Background: an optimization exercise with open tools, aiming at small area, a short achievable clock period and few clock cycles per item. Do not read the settings as production practice. The RTL was checked by simulation tests, not by an equivalence proof against the original design.

==> design.v <==
package dsur_pkg;
	localparam int STACK_DEPTH = 16;
	localparam int AW = $clog2(STACK_DEPTH);
	localparam int CW = $clog2(STACK_DEPTH + 1);
	localparam int DW = 64;
	localparam logic [3:0] CMD_PUSH = 4'd0;
	localparam logic [3:0] CMD_ADD  = 4'd1;
	localparam logic [3:0] CMD_SUB  = 4'd2;
	localparam logic [3:0] CMD_MUL  = 4'd3;
	localparam logic [3:0] CMD_DIV  = 4'd4;
	localparam logic [3:0] CMD_DUP  = 4'd5;
	localparam logic [3:0] CMD_SWAP = 4'd6;
	localparam logic [3:0] CMD_OUTN = 4'd7;
	localparam logic [3:0] CMD_OUTC = 4'd8;
	localparam logic [3:0] CMD_ROL  = 4'd9;
	localparam logic [3:0] CMD_ROR  = 4'd10;
	localparam logic [1:0] ST_OK    = 2'd0;
	localparam logic [1:0] ST_UNDER = 2'd1;
	localparam logic [1:0] ST_OVER  = 2'd2;
	localparam logic [1:0] ST_DIVZ  = 2'd3;
	localparam logic [1:0] KIND_NONE = 2'd0;
	localparam logic [1:0] KIND_NUM  = 2'd1;
	localparam logic [1:0] KIND_CHAR = 2'd2;
	typedef struct packed {
		logic          start;
		logic [1:0]    op;
		logic [DW-1:0] a;
		logic [DW-1:0] b;
	} dsur_alu_req_t;
	localparam logic [1:0] OP_MUL = 2'd0;
	localparam logic [1:0] OP_DIV = 2'd1;
endpackage
module dsur_ram #(
	parameter int DW = 64,
	parameter int NS = 14
) (
	input  logic          clk,
	input  logic [NS-1:0] we,      
	input  logic [DW-1:0] wdata,
	input  logic [NS-1:0] rsel,    
	output logic [DW-1:0] rdata
);
	logic [DW-1:0] mem [NS];
	always_ff @(posedge clk) begin
		for (int k = 0; k < NS; k++)
			if (we[k])
				mem[k] <= wdata;
	end
	always_comb begin
		rdata = '0;
		for (int k = 0; k < NS; k++)
			rdata = rdata | ({DW{rsel[k]}} & mem[k]);
	end
endmodule
module dsur_muldiv (
	input  logic [63:0] m,       
	input  logic [7:0]  q,       
	input  logic        p,       
	input  logic [63:0] acc_s,
	input  logic [63:0] acc_c,
	output logic [63:0] sum_s,
	output logic [63:0] sum_c
);
	logic [63:0] row [4];
	logic [3:0]  neg;
	always_comb begin
		for (int i = 0; i < 4; i++) begin
			logic b2, b1, b0, one, two;
			logic [63:0] sel;
			b2 = q[2*i+1];
			b1 = q[2*i];
			b0 = (i == 0) ? p : q[2*i-1];
			one = b1 ^ b0;
			two = (b2 & ~b1 & ~b0) | (~b2 & b1 & b0);
			sel = ({64{one}} & (m << (2*i))) | ({64{two}} & (m << (2*i+1)));
			row[i] = sel ^ {64{b2}};
			neg[i] = b2;
		end
	end
	function automatic logic [127:0] csa(input logic [63:0] a, input logic [63:0] b,
		input logic [63:0] c, input logic cin);
		logic [63:0] s, cy;
		s  = a ^ b ^ c;
		cy = (a & b) | (a & c) | (b & c);
		csa = {s, cy[62:0], cin};
	endfunction
	logic [63:0] s1, c1, s2, c2, s3, c3;
	assign {s1, c1} = csa(row[0], row[1], row[2], neg[0]);
	assign {s2, c2} = csa(row[3], acc_s, acc_c, neg[1]);
	assign {s3, c3} = csa(s1, c1, s2, neg[2]);
	assign {sum_s, sum_c} = csa(s3, c3, c2, neg[3]);
endmodule
module data_stack_unit_with_rotate_core (
	input  logic        clk,
	input  logic        arst_n,
	input  logic        s_tvalid,
	output logic        s_tready,
	input  logic [71:0] s_tdata,   
	output logic        m_tvalid,
	input  logic        m_tready,
	output logic [71:0] m_tdata,   
	output logic [1:0]  m_tuser    
);
	localparam int DW = dsur_pkg::DW;
	localparam int NS = dsur_pkg::STACK_DEPTH - 2;
	localparam int I_IDLE = 0;
	localparam int I_NEGD = 1;   
	localparam int I_MUL  = 2;   
	localparam int I_MADD = 3;   
	localparam int I_ABS1 = 4;   
	localparam int I_ABS2 = 5;   
	localparam int I_ALN  = 6;   
	localparam int I_DIT  = 7;   
	localparam int I_DNEG = 8;   
	localparam int I_MST  = 9;   
	localparam int NP = 10;
	localparam logic [NP-1:0] P_IDLE = NP'(1) << I_IDLE;
	localparam logic [NP-1:0] P_NEGD = NP'(1) << I_NEGD;
	localparam logic [NP-1:0] P_MUL  = NP'(1) << I_MUL;
	localparam logic [NP-1:0] P_MADD = NP'(1) << I_MADD;
	localparam logic [NP-1:0] P_ABS1 = NP'(1) << I_ABS1;
	localparam logic [NP-1:0] P_ABS2 = NP'(1) << I_ABS2;
	localparam logic [NP-1:0] P_ALN  = NP'(1) << I_ALN;
	localparam logic [NP-1:0] P_DIT  = NP'(1) << I_DIT;
	localparam logic [NP-1:0] P_DNEG = NP'(1) << I_DNEG;
	localparam logic [NP-1:0] P_MST  = NP'(1) << I_MST;
	logic [NP-1:0] ph_q;
	logic [4:0]    d_q;
	logic [13:0]   db_q, dt_q;   
	logic [DW-1:0] t_q, n_q;
	logic [DW-1:0] acc_s_q, acc_c_q;
	logic          p_q;
	logic          qneg_q;
	logic [5:0]    cnt_q;
	logic          rdy_q;
	function automatic logic [13:0] inc14(input logic [13:0] x);
		inc14 = {x[12:0], x[13]};
	endfunction
	function automatic logic [13:0] dec14(input logic [13:0] x);
		dec14 = {x[0], x[13:1]};
	endfunction
	logic [3:0]  cmd;
	logic [63:0] v;
	logic        acc;
	assign cmd = s_tdata[3:0];
	assign v   = s_tdata[67:4];
	logic        o_free;   
	logic        sk_v_q, sk_pend_q, pend_fire;
	assign s_tready = rdy_q;
	assign acc = s_tvalid & rdy_q;
	logic d0, d1, d2, dge2, dge3, dfull, tz;
	assign d0    = (d_q == 5'd0);
	assign d1    = (d_q == 5'd1);
	assign d2    = (d_q == 5'd2);
	assign dge2  = !d0 && !d1;
	assign dge3  = dge2 && !d2;
	assign dfull = d_q[4];
	assign tz    = (t_q == '0);
	logic c_push, c_add, c_sub, c_mul, c_div, c_dup, c_swap, c_out, c_rol, c_ror;
	assign c_push = acc && cmd == dsur_pkg::CMD_PUSH && !dfull;
	assign c_add  = acc && cmd == dsur_pkg::CMD_ADD && dge2;
	assign c_sub  = acc && cmd == dsur_pkg::CMD_SUB && dge2;
	assign c_mul  = acc && cmd == dsur_pkg::CMD_MUL && dge2;
	assign c_div  = acc && cmd == dsur_pkg::CMD_DIV && dge2 && !tz;
	assign c_dup  = acc && cmd == dsur_pkg::CMD_DUP && !d0 && !dfull;
	assign c_swap = acc && cmd == dsur_pkg::CMD_SWAP && dge2;
	logic c_out_req;
	assign c_out_req = acc && (cmd == dsur_pkg::CMD_OUTN || cmd == dsur_pkg::CMD_OUTC) && !d0;
	assign c_out  = (c_out_req && o_free) || pend_fire;
	assign c_rol  = acc && cmd == dsur_pkg::CMD_ROL && !d0;
	assign c_ror  = acc && cmd == dsur_pkg::CMD_ROR && !d0;
	logic [1:0] r_st, r_kind;
	logic [4:0] r_dep;
	logic [63:0] r_val;
	always_comb begin
		r_st = dsur_pkg::ST_OK;
		case (cmd)
			dsur_pkg::CMD_PUSH: if (dfull) r_st = dsur_pkg::ST_OVER;
			dsur_pkg::CMD_ADD, dsur_pkg::CMD_SUB, dsur_pkg::CMD_MUL, dsur_pkg::CMD_SWAP:
				if (!dge2) r_st = dsur_pkg::ST_UNDER;
			dsur_pkg::CMD_DIV:
				if (!dge2) r_st = dsur_pkg::ST_UNDER;
				else if (tz) r_st = dsur_pkg::ST_DIVZ;
			dsur_pkg::CMD_DUP:
				if (d0) r_st = dsur_pkg::ST_UNDER;
				else if (dfull) r_st = dsur_pkg::ST_OVER;
			dsur_pkg::CMD_OUTN, dsur_pkg::CMD_OUTC, dsur_pkg::CMD_ROL, dsur_pkg::CMD_ROR:
				if (d0) r_st = dsur_pkg::ST_UNDER;
			default: ;
		endcase
	end
	assign r_dep = (c_push || c_dup) ? d_q + 5'd1 :
		(c_add || c_sub || c_mul || c_div || c_out) ? d_q - 5'd1 : d_q;
	assign r_kind = !c_out_req ? dsur_pkg::KIND_NONE :
		(cmd == dsur_pkg::CMD_OUTN) ? dsur_pkg::KIND_NUM : dsur_pkg::KIND_CHAR;
	assign r_val = c_out ? t_q : '0;
	logic idle;
	assign idle = ph_q[I_IDLE];
	logic          we;
	logic [13:0]   waddr, raddr;
	logic [DW-1:0] wdata, rdata;
	logic [13:0]   dt_inc, db_dec;
	assign dt_inc = inc14(dt_q);
	assign db_dec = dec14(db_q);
	assign raddr  = (rdy_q && cmd == dsur_pkg::CMD_ROR) ? db_q : dt_q;
	logic          wb_v_q;
	logic [13:0]   wb_sel_q;
	logic [DW-1:0] wb_data_q, ram_rdata;
	dsur_ram #(.DW(DW), .NS(NS)) u_ram (
		.clk(clk), .we({NS{wb_v_q}} & wb_sel_q), .wdata(wb_data_q), .rsel(raddr),
		.rdata(ram_rdata)
	);
	logic wb_hit;
	assign wb_hit = wb_v_q && ((rdy_q && cmd == dsur_pkg::CMD_ROR) ? |(wb_sel_q & db_q) :
		|(wb_sel_q & dt_q));
	assign rdata = wb_hit ? wb_data_q : ram_rdata;
	always_ff @(posedge clk) begin
		wb_sel_q  <= waddr;
		wb_data_q <= wdata;
	end
	always_ff @(posedge clk or negedge arst_n) begin
		if (!arst_n)
			wb_v_q <= 1'b0;
		else
			wb_v_q <= we;
	end
	logic [DW-1:0] xin, sum, diff;
	logic          zx;
	logic [DW:0]   diff_w;
	logic          zx_q, dv_q;   
	assign zx     = zx_q;
	assign xin    = zx ? '0 : n_q;
	logic          dv;
	logic [DW:0]   sum_w;
	assign dv     = dv_q;
	logic [DW+1:0] sum_x;
	assign sum_x  = {1'b0, n_q, 1'b1} + {1'b0, dv ? ~{1'b0, t_q[DW-1:1]} : t_q, dv};
	assign sum_w  = sum_x[DW+1:1];
	assign sum    = sum_w[DW-1:0];
	assign diff_w = {1'b0, xin} - {1'b0, t_q};
	assign diff   = diff_w[DW-1:0];
	logic [DW-1:0] ms, mc;
	logic          mul_on, mlast;
	assign mul_on = ph_q[I_MUL];
	dsur_muldiv u_md (
		.m(t_q), .q(n_q[7:0]), .p(mul_on & p_q),
		.acc_s(mul_on ? acc_s_q : '0), .acc_c(mul_on ? acc_c_q : '0),
		.sum_s(ms), .sum_c(mc)
	);
	assign mlast = (n_q[63:7] == '0) || (n_q[63:7] == '1);
	logic [7:0] fn, ft;
	logic       mswap;
	for (genvar j = 0; j < 7; j++) begin : g_f
		assign fn[j] = (n_q[63:8*j+7] == '0) || (n_q[63:8*j+7] == '1);
		assign ft[j] = (t_q[63:8*j+7] == '0) || (t_q[63:8*j+7] == '1);
	end
	assign fn[7] = 1'b1;
	assign ft[7] = 1'b1;
	always_comb begin
		mswap = 1'b0;
		for (int j = 0; j < 6; j++)
			if (ft[j] && !fn[j+1]) mswap = 1'b1;
	end
	logic [DW-1:0] nmask;
	always_comb begin
		nmask[DW-1] = n_q[DW-1];
		for (int i = DW - 2; i >= 0; i--)
			nmask[i] = nmask[i+1] | n_q[i];
	end
	logic q0, al8, al1, dge, dlast;
	assign q0  = |(t_q & ~nmask);
	assign al8 = (t_q[63:56] == '0) && ((t_q[55:0] & ~nmask[63:8]) == '0);
	assign al1 = !t_q[63] && ((t_q[62:0] & ~nmask[63:1]) == '0);
	assign dge = !diff_w[DW];   
	assign dlast = (cnt_q == '0);
	logic hge, two, dfin;
	assign hge  = sum_w[DW];                  
	assign two  = !dge && !dlast;             
	assign dfin = two ? (cnt_q == 6'd1) : dlast;
	logic [DW-1:0] qprev, quo;
	assign qprev = ph_q[I_DIT] ? acc_s_q : '0;
	assign quo   = two ? {qprev[DW-3:0], 1'b0, hge} : {qprev[DW-2:0], dge};
	logic mstep, mfin, mgo, aln8, aln1, dstep, dnext, dend, absx;
	assign mstep = ph_q[I_MUL] || ph_q[I_MST];
	assign mgo   = (c_mul && !mswap) || mstep;           
	assign mfin  = mgo && mlast;                         
	assign aln8  = ph_q[I_ALN] && !q0 && al8;
	assign aln1  = ph_q[I_ALN] && !q0 && !al8 && al1;
	assign dstep = ph_q[I_DIT] || (ph_q[I_ALN] && !q0 && !al8 && !al1);
	assign dend  = (dstep && dfin) || (ph_q[I_ALN] && q0);   
	assign dnext = dstep && !dfin;
	logic e_go, e_two, e_fin1, e_fin2;
	assign e_go   = dstep && !dlast;                     
	assign e_two  = dstep && !dlast && (cnt_q != 6'd1);  
	assign e_fin1 = dstep && dlast;
	assign e_fin2 = dstep && !dlast && (cnt_q == 6'd1);
	assign absx  = ph_q[I_ABS1] || ph_q[I_ABS2];
	logic t_v, t_sum, t_diff, t_mc, t_shl8, t_n, t_rd, t_shl1, t_shr1, t_shr2, t_quo, t_hold;
	assign t_v    = c_push;
	assign t_sum  = c_add || ph_q[I_MADD];
	assign t_diff = c_sub || ph_q[I_DNEG] || ph_q[I_NEGD];
	assign t_mc   = mfin;
	assign t_shl8 = (mgo && !mlast) || aln8;
	assign t_n    = c_out || c_swap || ((c_rol || c_ror) && d2) || (c_rol && dge3) ||
		(c_mul && mswap) || absx;
	assign t_rd   = c_ror && dge3;
	assign t_shl1 = aln1;
	assign t_shr1 = dge && e_go;
	assign t_shr2 = !dge && e_two;
	assign t_quo  = e_fin1 || (!dge && e_fin2) || (ph_q[I_ALN] && q0);
	assign t_hold = !(t_v || t_sum || t_diff || t_mc || t_shl8 || t_n || t_rd || t_shl1 ||
		dstep || (ph_q[I_ALN] && q0));
	logic n_t, n_rd, n_ms, n_sar8, n_diff, n_sum, n_hold;
	assign n_t    = c_push || c_dup || c_swap || ((c_rol || c_ror) && d2) || (c_ror && dge3) ||
		(c_mul && mswap) || (absx && !t_q[63]);
	assign n_rd   = c_add || c_sub || c_out || (c_rol && dge3) || ph_q[I_MADD] ||
		e_fin1 || (!dge && e_fin2) || (ph_q[I_ALN] && q0);
	assign n_ms   = mfin;
	assign n_sar8 = mgo && !mlast;
	assign n_diff = (absx && t_q[63]) || (dge && e_go);
	assign n_sum  = !dge && hge && e_two;
	assign n_hold = !(n_t || n_ms || n_sar8 || absx || c_add || c_sub || c_out ||
		(c_rol && dge3) || ph_q[I_MADD] || (ph_q[I_ALN] && q0) || dstep) ||
		(!dge && !hge && e_two);
	logic [DW-1:0] t_d, n_d, acc_s_d;
	assign t_d =
		({DW{t_v}}    & v) |
		({DW{t_sum}}  & sum) |
		({DW{t_diff}} & diff) |
		({DW{t_mc}}   & mc) |
		({DW{t_shl8}} & (t_q << 8)) |
		({DW{t_n}}    & n_q) |
		({DW{t_rd}}   & rdata) |
		({DW{t_shl1}} & (t_q << 1)) |
		({DW{t_shr1}} & (t_q >> 1)) |
		({DW{t_shr2}} & (t_q >> 2)) |
		({DW{t_quo}}  & quo) |
		({DW{t_hold}} & t_q);
	assign n_d =
		({DW{n_t}}    & t_q) |
		({DW{n_rd}}   & rdata) |
		({DW{n_ms}}   & ms) |
		({DW{n_sar8}} & {{8{n_q[63]}}, n_q[63:8]}) |
		({DW{n_diff}} & diff) |
		({DW{n_sum}}  & sum) |
		({DW{n_hold}} & n_q);
	assign acc_s_d = dstep ? quo : ms;
	logic [NP-1:0] ph_d;
	logic [4:0]    d_d;
	logic [13:0]   db_d, dt_d;
	logic [5:0]    cnt_d;
	logic          fill;
	assign fill = ((c_add || c_sub || c_out || c_rol) && dge3) ||
		((ph_q[I_MADD] || dend) && d_q[4:1] != '0);
	always_comb begin
		ph_d = ph_q;
		if (idle) begin
			if (c_mul)
				ph_d = mswap ? P_MST : mlast ? P_MADD : P_MUL;
			if (c_div)
				ph_d = n_q[63] ? P_ABS1 : t_q[63] ? P_NEGD : P_ALN;
		end
		if (mstep)
			ph_d = mlast ? P_MADD : P_MUL;
		if (ph_q[I_MADD] || ph_q[I_DNEG])
			ph_d = P_IDLE;
		if (ph_q[I_ABS1])
			ph_d = P_ABS2;
		if (ph_q[I_ABS2] || ph_q[I_NEGD])
			ph_d = P_ALN;
		if (dnext)
			ph_d = P_DIT;
		if (dend)
			ph_d = (qneg_q && dstep) ? P_DNEG : P_IDLE;
		d_d = d_q;
		if (c_push || c_dup)
			d_d = d_q + 5'd1;
		if (c_add || c_sub || c_out || c_mul || c_div)
			d_d = d_q - 5'd1;
		we    = 1'b0;
		waddr = dt_inc;
		wdata = n_q;
		db_d  = db_q;
		dt_d  = dt_q;
		if (((c_push || c_dup) && dge2) || (c_ror && dge3)) begin
			we   = 1'b1;
			dt_d = dt_inc;
		end
		if (c_ror && dge3)
			db_d = inc14(db_q);
		if (c_rol && dge3) begin
			we    = 1'b1;
			waddr = db_dec;
			wdata = t_q;
			db_d  = db_dec;
		end
		if (fill)
			dt_d = dec14(dt_q);
		cnt_d = '0;
		if (aln8)
			cnt_d = cnt_q + 6'd8;
		else if (aln1)
			cnt_d = cnt_q + 6'd1;
		else if (dstep)
			cnt_d = two ? cnt_q - 6'd2 : cnt_q - 6'd1;
	end
	always_ff @(posedge clk) begin
		t_q     <= t_d;
		n_q     <= n_d;
		acc_s_q <= acc_s_d;
		acc_c_q <= mc;
		p_q     <= n_q[7];
		cnt_q   <= cnt_d;
		if (idle)
			qneg_q <= n_q[63] ^ t_q[63];
	end
	always_ff @(posedge clk or negedge arst_n) begin
		if (!arst_n) begin
			ph_q <= P_IDLE;
			zx_q <= 1'b0;
			dv_q <= 1'b0;
			d_q  <= '0;
			db_q <= 14'd1;
			dt_q <= 14'h2000;
		end else begin
			ph_q <= ph_d;
			zx_q <= ph_d[I_ABS1] || ph_d[I_ABS2] || ph_d[I_DNEG] || ph_d[I_NEGD];
			dv_q <= ph_d[I_ALN] || ph_d[I_DIT];
			d_q  <= d_d;
			db_q <= db_d;
			dt_q <= dt_d;
		end
	end
	logic [72:0] o_q, r_beat, o_d;
	logic        m_v_q, sk_v_d;
	logic [1:0]  sk_kind_q, sk_st_q;
	logic [4:0]  sk_dep_q;
	assign r_beat = {r_kind, r_dep, r_st, r_val};
	assign o_free = !m_v_q || m_tready;
	assign pend_fire = sk_v_q && sk_pend_q && o_free;
	assign sk_v_d = sk_v_q ? !o_free : (acc && !o_free);
	always_comb begin
		if (sk_v_q && sk_pend_q)
			o_d = {sk_kind_q, d_q - 5'd1, dsur_pkg::ST_OK, t_q};
		else if (sk_v_q)
			o_d = {dsur_pkg::KIND_NONE, sk_dep_q, sk_st_q, 64'd0};
		else
			o_d = r_beat;
	end
	always_ff @(posedge clk) begin
		if (o_free)
			o_q <= o_d;
		if (acc && !o_free) begin
			sk_kind_q <= r_kind;
			sk_dep_q  <= r_dep;
			sk_st_q   <= r_st;
		end
	end
	always_ff @(posedge clk or negedge arst_n) begin
		if (!arst_n) begin
			m_v_q     <= 1'b0;
			rdy_q     <= 1'b0;
			sk_v_q    <= 1'b0;
			sk_pend_q <= 1'b0;
		end else begin
			if (o_free)
				m_v_q <= acc || sk_v_q;
			sk_v_q <= sk_v_d;
			if (acc && !o_free)
				sk_pend_q <= c_out_req;
			rdy_q <= ph_d[I_IDLE] && !sk_v_d;
		end
	end
	assign m_tvalid = m_v_q;
	assign m_tdata  = {1'b0, o_q[70:0]};
	assign m_tuser  = o_q[72:71];
endmodule
==> flow/run.sh <==
#!/bin/bash
set -o pipefail
bash standard.sh SETUP_SLACK_MARGIN=6.0 TNS_END_PERCENT=0 finish > flow_make.log 2>&1
==> standard.sh <==
#!/bin/bash
# synth_recipe.tcl (not shown) runs the flow's synth.tcl, then flattens the netlist and writes it again
# the make line also repeats each setting of config.mk as NAME=value (left out here)
make -C /OpenROAD-flow-scripts/flow DESIGN_CONFIG=/design/flow/config.mk WORK_HOME=/design/flow/orfs CLKGATE_MAP_FILE= SYNTH_SCRIPT=/design/flow/synth_recipe.tcl "${@:-finish}"
==> config.mk <==
export PLATFORM = sky130hd
export DESIGN_NAME = data_stack_unit_with_rotate_core
export DESIGN_NICKNAME = data_stack_unit_with_rotate_core
export VERILOG_FILES = /design/flow/design.v
export SDC_FILE = /design/flow/constraint.sdc
export NUM_CORES = 4
export LEC_CHECK = 0
export CAP_MARGIN = 20
export CORE_MARGIN = 2
export CORE_UTILIZATION = 40
export CTS_CLUSTER_DIAMETER = 100
export CTS_CLUSTER_SIZE = 20
export PLACE_DENSITY = 0.5
export SETUP_SLACK_MARGIN = 5
export SLEW_MARGIN = 20
export TNS_END_PERCENT = 5
==> constraint.sdc <==
create_clock -name core_clock -period 10.0 [get_ports {clk}]
set_input_delay 2.0000 -clock core_clock [delete_from_list [all_inputs] [get_ports {clk}]]
set_output_delay 2.0000 -clock core_clock [all_outputs]
set_load 0.01 [all_outputs]
==> run summary <==
layer usage:
metal  share of wire [%]  up-vias  routed length, µm
li1                    -    31650                  -
met3                 9.5      876              36570
met2                  43     4317             166700
met4                 6.8        0              26410
met5                   0        -                  0
met1                  41    36929             156500
flip-flops by register name, indices dropped and copies added, names as in the netlist, 2 cells and up:
register   count
wb_sel_q      14
sk_st_q        2
dt_q          14
cnt_q          6
sk_dep_q       5
ph_q          10
u_ram.mem    896
d_q            5
o_q           73
acc_c_q       64
acc_s_q       64
db_q          14
t_q           64
wb_data_q     64
sk_kind_q      2
n_q           64
through the flow:
stage | util [%] | hold WS, ns | std cells
after global placement | 42.34 | 0.4913 | 10764
after detailed placement | 42.35 | 0.4925 | 10764
after global routing | 46.91 | 0.5700 | 11197
after CTS | 46.04 | 0.5430 | 11125
after floorplan | - | 0.4587 | 8513
final | 46.93 | 0.5396 | 11207
worst max path at each step:
stage	slack, ns	endpoint	depth (start not counted)
floorplan	5.19	t_q[36]	15
global placement	2.47	t_q[37]	13
detailed placement	2.44	t_q[37]	13
CTS	5.30	t_q[63]	14
global route	5.23	n_q[37]	17
finish	5.11	t_q[63]	13
cells by family after synthesis:
group / count (synthesis) / synth area share, %
AO/OA/AOI/OAI: 2875 / 24.27
AND/OR/NAND/NOR: 2289 / 12.60
flip-flops: 1369 / 45.44
buffers and inverters: 1290 / 5.997
adder cells (fa/ha/maj): 397 / 8.332
XOR/XNOR: 151 / 1.603
multiplexers: 141 / 1.756
other: 1 / 0.004546
tightest hold or removal path: stages (launching register included):
cell	delay (ns)
edfxtp_1	0.36
inv_1	0.08
a211oi_1	0.06
final cells by class:
cell class / instances / area, µm² / share of cell area, %
Multi-Input combinational cell: 5873 / 43030 / 44.78
Sequential cell: 1369 / 37570 / 39.09
Timing Repair Buffer: 653 / 7320 / 7.617
Tap cell: 2688 / 3363 / 3.500
Clock buffer: 137 / 2535 / 2.638
Inverter: 448 / 1828 / 1.902
Clock inverter: 27 / 427.9 / 0.4453
Antenna cell: 12 / 30.03 / 0.03125
timing repair:
item,4_1_cts,5_1_grt
endpoints found under the setup margin,393,248
resized for setup,505,221
pin swaps,82,62
setup buffers,157,60
gates cloned,40,10
synthesized netlist by cell type, types with 17 or more instances:
cell type	number	area, µm²
a221o_1	95	950.9
o22ai_1	173	1082
edfxtp_1	982	29490
nor2_1	648	2432
o2111ai_1	25	219.0
a21oi_1	696	3483
ha_1	143	1789
and2_1	118	738.2
a21o_1	112	840.8
o21bai_1	18	135.1
nor4_1	47	294.0
mux2i_1	111	1111
xnor2_1	87	762.0
buf_1	119	446.7
buf_2	62	310.3
nand2_1	854	3206
a222oi_1	19	190.2
nand3_1	159	795.8
o211ai_1	47	352.8
or3_1	21	131.4
dfrtp_1	47	1176
a211o_1	22	192.7
a31oi_1	34	212.7
fa_1	254	5085
xor2_1	64	560.5
inv_1	402	1509
o31ai_1	84	630.6
o41ai_1	43	376.6
and3_1	30	187.7
o221ai_1	44	385.4
o21ai_0	286	1431
a221oi_1	263	2303
clkinv_1	41	153.9
nand4_1	105	656.9
a211oi_1	142	1066
nand2b_1	82	513.0
nor2b_1	80	500.5
o311a_1	49	490.5
clkbuf_1	655	2459
dfxtp_1	337	6746
nor3_1	80	400.4
a22oi_1	556	4174
mux2_2	24	270.3
or2_2	17	106.4
a22o_1	34	297.8
==> flow_summary.json <==
{
  "status": "complete, no violations",
  "via_count": 73772,
  "cp_max_fo": 8,
  "top_usage_layer": "met2",
  "clock-sinks": 1369,
  "hold_start": "qneg_q",
  "netlist_area_mm2": 0.08250,
  "synth.avg_cell_area_um2": 9.691,
  "antenna_found_initial": 15,
  "fillers": 19109,
  "met2_usage_pct": 53.42,
  "synth-seq-cells": 1369,
  "globalRouteTotalUtil_pct": 35.39,
  "met3_usage_pct": 6.827,
  "ios": 152,
  "final_cell_mix": "edfxtp_1, nand2_1, a21oi_1, nor2_1, a22oi_1",
  "worstPathCellList": "buf_12 > nor2b_4 > nand3_4 > buf_16 > mux2_4 > buf_4 > a221oi_1 > and3_1 > a31oi_4 > a222oi_1 > o211ai_1 > a21oi_2 > o2111ai_1",
  "r2r-end": "t_q[56]",
  "r2r_setup_slack_ns": 5.15,
  "crit_family": "compound AO/OA/AOI/OAI gates",
  "met1_usage_pct": 48.00,
  "min_period_over_period_pct": 48.87,
  "grt_pass1_wl_um": 534700,
  "grt_pass1_vias": 69080,
  "placed_cell_area_mm2": 0.08673,
  "slowest_delay_ns": 1.04,
  "die_area_mm2": 0.2099,
  "r2r_start": "n_q[36]",
  "cts_buffers": 91,
  "layout_min_cycle_time_ns": 4.887,
  "crit_start": "s_tdata[1]",
  "place_ws_ns": 2.442,
  "h-tree-depth": 3,
  "syn-num-nets": 8986,
  "fmax_ghz": 0.2046,
  "die_y_um": 458.1,
  "worstPathRequired_ns": 10.66,
  "core_mm2": 0.2048,
  "hpwl_um": 242100,
  "critical_path.startpoint_type": "input pin",
  "drive_gt1_share_pct": 13.35,
  "worst_slew_pin_slew_ns": 1.238,
  "skew_ns": 0.1100,
  "rsz0062_at_grt": "true",
  "cp_num_buf_inv": 3,
  "cts_hold_buf": 0,
  "fin_ws_ns": 5.113,
  "clockRootBuffer": "clkbuf_16",
  "cap_violations": 0,
  "clkTransAtPathRegs_ns": 0.09,
  "hold_viol": 0,
  "cts_tree": "done",
  "drt.antenna.violating_nets": 0,
  "clockBufferDepth": 3,
  "synth_cells": 8513,
  "synthFlopType": "edfxtp_1",
  "post-route-drc-count": 0,
  "drt-total-wl_um": 386200,
  "tns_ns": 0,
  "synth-edff-count": 982,
  "slew_viol_final": 0,
  "start_util_pct": 40.28,
  "fin_area_mm2": 0.09610,
  "avgViaCountPerCell": 6.583,
  "arrival_ns": 5.55,
  "ys_warn_count": 5,
  "final-setup-viol-count": 0,
  "wl_per_cell_um": 34.46,
  "min_path_cells": 2,
  "gr-total-overflow": 0,
  "clock_latency_ns": 0.83,
  "seq_area_frac_synth_pct": 45.44,
  "slew_headroom_pct": 16.56,
  "die_x_um": 458.1,
  "synth.distinct_cells": 105,
  "r2r_cells": 12,
  "dr.pass1.iters": 9,
  "grt_max_degree": 94,
  "layout_commonest_cell": "edfxtp_1",
  "path_class": "in2reg",
  "port_buffers": 146,
  "nets": 8909,
  "row_count": 166,
  "drtIter0Drc": 10155,
  "hold_end": "ph_q[8]",
  "area_growth_pct": 16.49,
  "gp_congestion": 1.030,
  "cpMaxStageDelayCell": "a222oi_1",
  "worstHoldPathType": "reg2reg",
  "worst_setup_path_end_kind": "flop",
  "async_flop_share_pct": 3.652
}
Testbench counts, summed over its fixed seeds: cycles 19,014, items 12,000.

-- re-timing with driven ports --
In the flow no input, the clock included, has a driving cell. The finished layout below was timed again as built, in two steps. Step 1: set_driving_cell puts a clkbuf_16 on clk and a buf_2 on each other input, an assumption about the parent block. Step 2 adds t to the input delays and takes it off the output delays; t is the mean of the earliest and latest rising clock arrival at the registers after step 1. Input paths then give back, and output paths get back, about the clock's delay inside the block. Slacks: ideal / step 1 / step 2; pairs: ideal / step 1.
t, ns: 0.860
setup slack, ns: 5.113 / 5.102 / 4.242
worst setup path after step 2: input to register
After both steps this run still meets setup and hold. The setup slack of this run moves by -0.011 ns with the drivers and by -0.871 ns with both steps.
